From an optimization exercise on the open Yosys and OpenROAD flow, aimed at small area, a short achievable clock period and few clock cycles per item; shortcuts taken in it are not production practice.
Only simulation tests tie the RTL to the original design; equivalence was not proved.
Power figures rest on the tool's default switching activity, not on a simulated workload.

==> flow/design.v (excerpt) <==
module sha256_hash_engine (
   input  logic        clock,
   input  logic        reset,
   input  logic        req_valid,
   output logic        req_ready,
   input  logic [7:0]  req_data_byte,
   input  logic        req_byte_present,
   input  logic        req_message_end,
   output logic        rsp_valid,
   input  logic        rsp_ready,
   output logic [31:0] rsp_digest_word,
   output logic [2:0]  rsp_word_index,
   output logic        rsp_last_word
);
Settings: LEC_CHECK=0, CAP_MARGIN=20, CORE_MARGIN=2, CORE_UTILIZATION=40, PLACE_DENSITY=0.6, SETUP_SLACK_MARGIN=5, SLEW_MARGIN=20; clock period 10.0 ns.
run.sh (not shown) runs the stock make flow with config.mk's settings and CLKGATE_MAP_FILE= SYNTH_SCRIPT=/design/flow/synth_recipe.tcl, a recipe that flattens the netlist after the stock synthesis.
Testbench counts at the start, summed over its fixed seeds: cycles 24,047, messages 192.
Change:
- CTS_CLUSTER_DIAMETER: not set -> 100
- CTS_CLUSTER_SIZE: not set -> 20
Effect: Worst setup slack improved by 56 ps. Non-clock buffer count went up by 16. Hold slack improved by 4.5 ps. Critical path depth went down by 13. Core utilization went down by 1.5 points. Register-to-register slack improved by 70 ps. Total power went down by a little under a tenth. Cell area went down by a few percent.
Change:
- CTS_CLUSTER_DIAMETER: 100 -> 90
- CTS_CLUSTER_SIZE: 20 -> 24
- TNS_END_PERCENT: not set -> 10
Effect: The changed run completed without violations; final area fell slightly; area after synthesis is unchanged; cell count hardly moves; sequential power hardly moves; first-iteration DRC count decreases by a few percent; register-to-register slack gets worse by 20 ps; synthesized cell count stays the same.
Change:
- CTS_CLUSTER_DIAMETER: 90 -> not set
- CTS_CLUSTER_SIZE: 24 -> not set
Area after synthesis is unchanged.
Worst hold slack gains 3.0 ps.
Power increases by 7.8%.
Design area grows by about 3.6%.
Die area stays the same.
Clock power climbs by about 60%.
Routed wire length rose by 0.97%.
Final cell count rises by 1.4%.
Setup slack improves by 14 ps.
Global-route usage rises by 0.36 points.

---

sha256_hash_engine, a different RTL version from the one above (not shown whole).
Size in the first run: ~8600 cells after synthesis, ~1700 flip-flops, ~82000 um^2 of cells after synthesis.
// sha256_hash_engine
module sha256_hash_engine (
   input  logic        clock,
   input  logic        reset,
   input  logic        req_valid,
   output logic        req_ready,
   input  logic [7:0]  req_data_byte,
   input  logic        req_byte_present,
   input  logic        req_message_end,
   output logic        rsp_valid,
   input  logic        rsp_ready,
   output logic [31:0] rsp_digest_word,
   output logic [2:0]  rsp_word_index,
   output logic        rsp_last_word
);
==> flow/config.mk <==
export PLATFORM = sky130hd
export DESIGN_NAME = sha256_hash_engine
export DESIGN_NICKNAME = sha256_hash_engine
export VERILOG_FILES = /design/flow/design.v
export SDC_FILE = /design/flow/constraint.sdc
export NUM_CORES = 4
export LEC_CHECK = 0
export CAP_MARGIN = 20
export CORE_MARGIN = 2
export CORE_UTILIZATION = 40
export CTS_BUF_LIST = sky130_fd_sc_hd__clkbuf_4 sky130_fd_sc_hd__clkbuf_8
export PLACE_DENSITY = 0.6
export SLEW_MARGIN = 20
==> flow/constraint.sdc <==
create_clock -name core_clock -period 10.0 [get_ports {clock}]
set_input_delay 2.0000 -clock core_clock [delete_from_list [all_inputs] [get_ports {clock}]]
set_output_delay 2.0000 -clock core_clock [all_outputs]
set_load 0.01 [all_outputs]
standard.sh (not shown) runs the stock make flow with config.mk's settings and CLKGATE_MAP_FILE= SYNTH_SCRIPT=/design/flow/synth_recipe.tcl, a recipe that flattens the netlist after the stock synthesis.
==> flow/flow/run.sh <==
#!/bin/bash
set -euo pipefail
bash standard.sh SETUP_SLACK_MARGIN=6 finish > flow_make.log 2>&1
Testbench counts at the start, summed over its fixed seeds: cycles 24,062, messages 192.
Rerun with:
==> flow/run.sh (new file) <==
#!/bin/bash
# synth_recipe.tcl (not shown) runs the flow's synth.tcl, then flattens the netlist and writes it again
# the make line also repeats each setting of config.mk as NAME=value (left out here)
make -C /OpenROAD-flow-scripts/flow DESIGN_CONFIG=/design/flow/config.mk WORK_HOME=/design/flow/orfs CLKGATE_MAP_FILE= SYNTH_SCRIPT=/design/flow/synth_recipe.tcl finish
Settings changed: CTS_BUF_LIST sky130_fd_sc_hd__clkbuf_4 sky130_fd_sc_hd__clkbuf_8 to not set, SETUP_SLACK_MARGIN set to 5.
removed: flow/flow/run.sh
removed: flow/standard.sh
The changed run ran to the end with no violations.
Area after synthesis stays the same.
Worst setup slack got worse by 61 ps.
Count of clock-buffer cells in the layout falls by 201.
Cell count falls by 2.9%.
Combinational power falls by 20%.
Routed wire length falls by 5.6%.
Die area does not change.
Via count falls by 4.1%.
Critical path depth is unchanged.
Worst hold slack improved by 15 ps.
Cell area falls by 4.6%.

---

RTL: one of the versions met above, not the one the previous note started from.
Size: about 8500 cells after synthesis, ~1700 flip-flops, roughly 52 I/O pins, ~80000 sq um of cells after synthesis.
clock: 10.0 ns
lec_check: 0
cap_margin: 20
core_margin: 2
core_utilization: 40
cts_cluster_diameter: 100
cts_cluster_size: 20
place_density: 0.6
setup_slack_margin: 4.5
slew_margin: 20
run.sh (not shown) runs the stock make flow with config.mk's settings and CLKGATE_MAP_FILE= SYNTH_SCRIPT=/design/flow/synth_recipe.tcl, a recipe that flattens the netlist after the stock synthesis.
Stock flow here: none of the scripts above is used.
The baseline produced a clean layout.
Testbench counts at the start, summed over its fixed seeds: cycles 24,047, messages 192.
Next try:
Settings changed: CAP_MARGIN 20 to 10, CORE_UTILIZATION 40 to 50, PLACE_DENSITY 0.6 to 0.7, SETUP_SLACK_MARGIN 4.5 to 5, SLEW_MARGIN 20 to 10.
After rerunning: Sequential power barely changes; setup slack gains 0.34 ns; die area fell by 20%; hold slack gains 0.011 ns; via count rose by 1.5%; area after synthesis does not change; synthesized cell count stays the same.
Next try:
Settings changed: CAP_MARGIN 10 to 20, CORE_UTILIZATION 50 to 55, PLACE_DENSITY 0.7 to 0.75, SLEW_MARGIN 10 to 20.
Outcome:
- worst setup slack gets worse by 0.025 ns
- routed wire length falls by about 1%
- fmax drops by 0.50%
- clock-buffer cell count goes up by 3
- combinational power barely changes
- final area drops by 0.35%
- via count rises by about 0.5%
- first-iteration DRC count increases by 7.6%
- power hardly moves
- clock power is higher by about 3%
- synthesized area stays the same
Next try:
Settings changed: CORE_UTILIZATION 55 to 40, PLACE_DENSITY 0.75 to 0.6, TNS_END_PERCENT from default to 10.
Global-route usage fell by 8.1 points.
Via count decreases by 1.7%.
Setup slack gets worse by 0.11 ns.
Next try:
Settings changed: CORE_UTILIZATION 40 to 50, PLACE_DENSITY 0.6 to 0.7, TNS_END_PERCENT 10 to default.
=> Die area went down by about 20%; design area went down by 0.64%; global-route usage went up by 5.6 points; power barely changes; routed wire length went down by 1.8%; synthesized area does not change; via count went up by 1.4%; worst hold slack improved by 0.0050 ns; register-to-register slack improved by 0.05 ns; combinational power stays flat; first-iteration DRC count went up by about 7%.

-- static timing again, ports no longer ideal --
The flow's constraints put no driver on any port. The routed layouts listed below were extracted and timed again, unchanged, in two steps.
Step 1, drivers: a clkbuf_16 drives clock and a buf_2 each remaining input, both assumed.
Step 2 moves the port delays by t, midway between the first and last clock arrival at a register: inputs arrive t later, outputs are due t later. That takes back most of the time a late clock gives input paths.
Slacks: ideal ports / drivers / drivers and shift; pairs: ideal ports / drivers.
run | t (ns) | setup WS [ns] | worst slew at a driven data input, ns
the first run of note 1 | 0.907 | 4.964 / 4.947 / 4.273 | 0.10
the second run of note 1 | 0.849 | 5.020 / 4.936 / 4.322 | 0.11
the third run of note 1 | 0.843 | 4.862 / 4.784 / 4.237 | 0.11
the fourth run of note 1 | 0.910 | 4.876 / 4.798 / 4.236 | 0.08
the first run of note 2 | 1.135 | 5.073 / 5.073 / 5.073 | 0.06
the second run of note 2 | 0.901 | 5.012 / 5.012 / 4.855 | 0.11
the first run of note 3 | 0.839 | 4.641 / 4.591 / 3.990 | 0.08
the second run of note 3 | 0.821 | 4.983 / 4.920 / 4.400 | 0.07
the third run of note 3 | 0.842 | 4.958 / 4.890 / 4.133 | 0.09
the fourth run of note 3 | 0.850 | 4.849 / 4.757 / 4.243 | 0.08
the fifth run of note 3 | 0.837 | 4.955 / 4.862 / 4.341 | 0.07
After both steps every run listed still meets setup and hold. The setup slack of the third run of note 3, which loses most, moves by -0.068 ns with the drivers and by -0.825 ns with both steps.
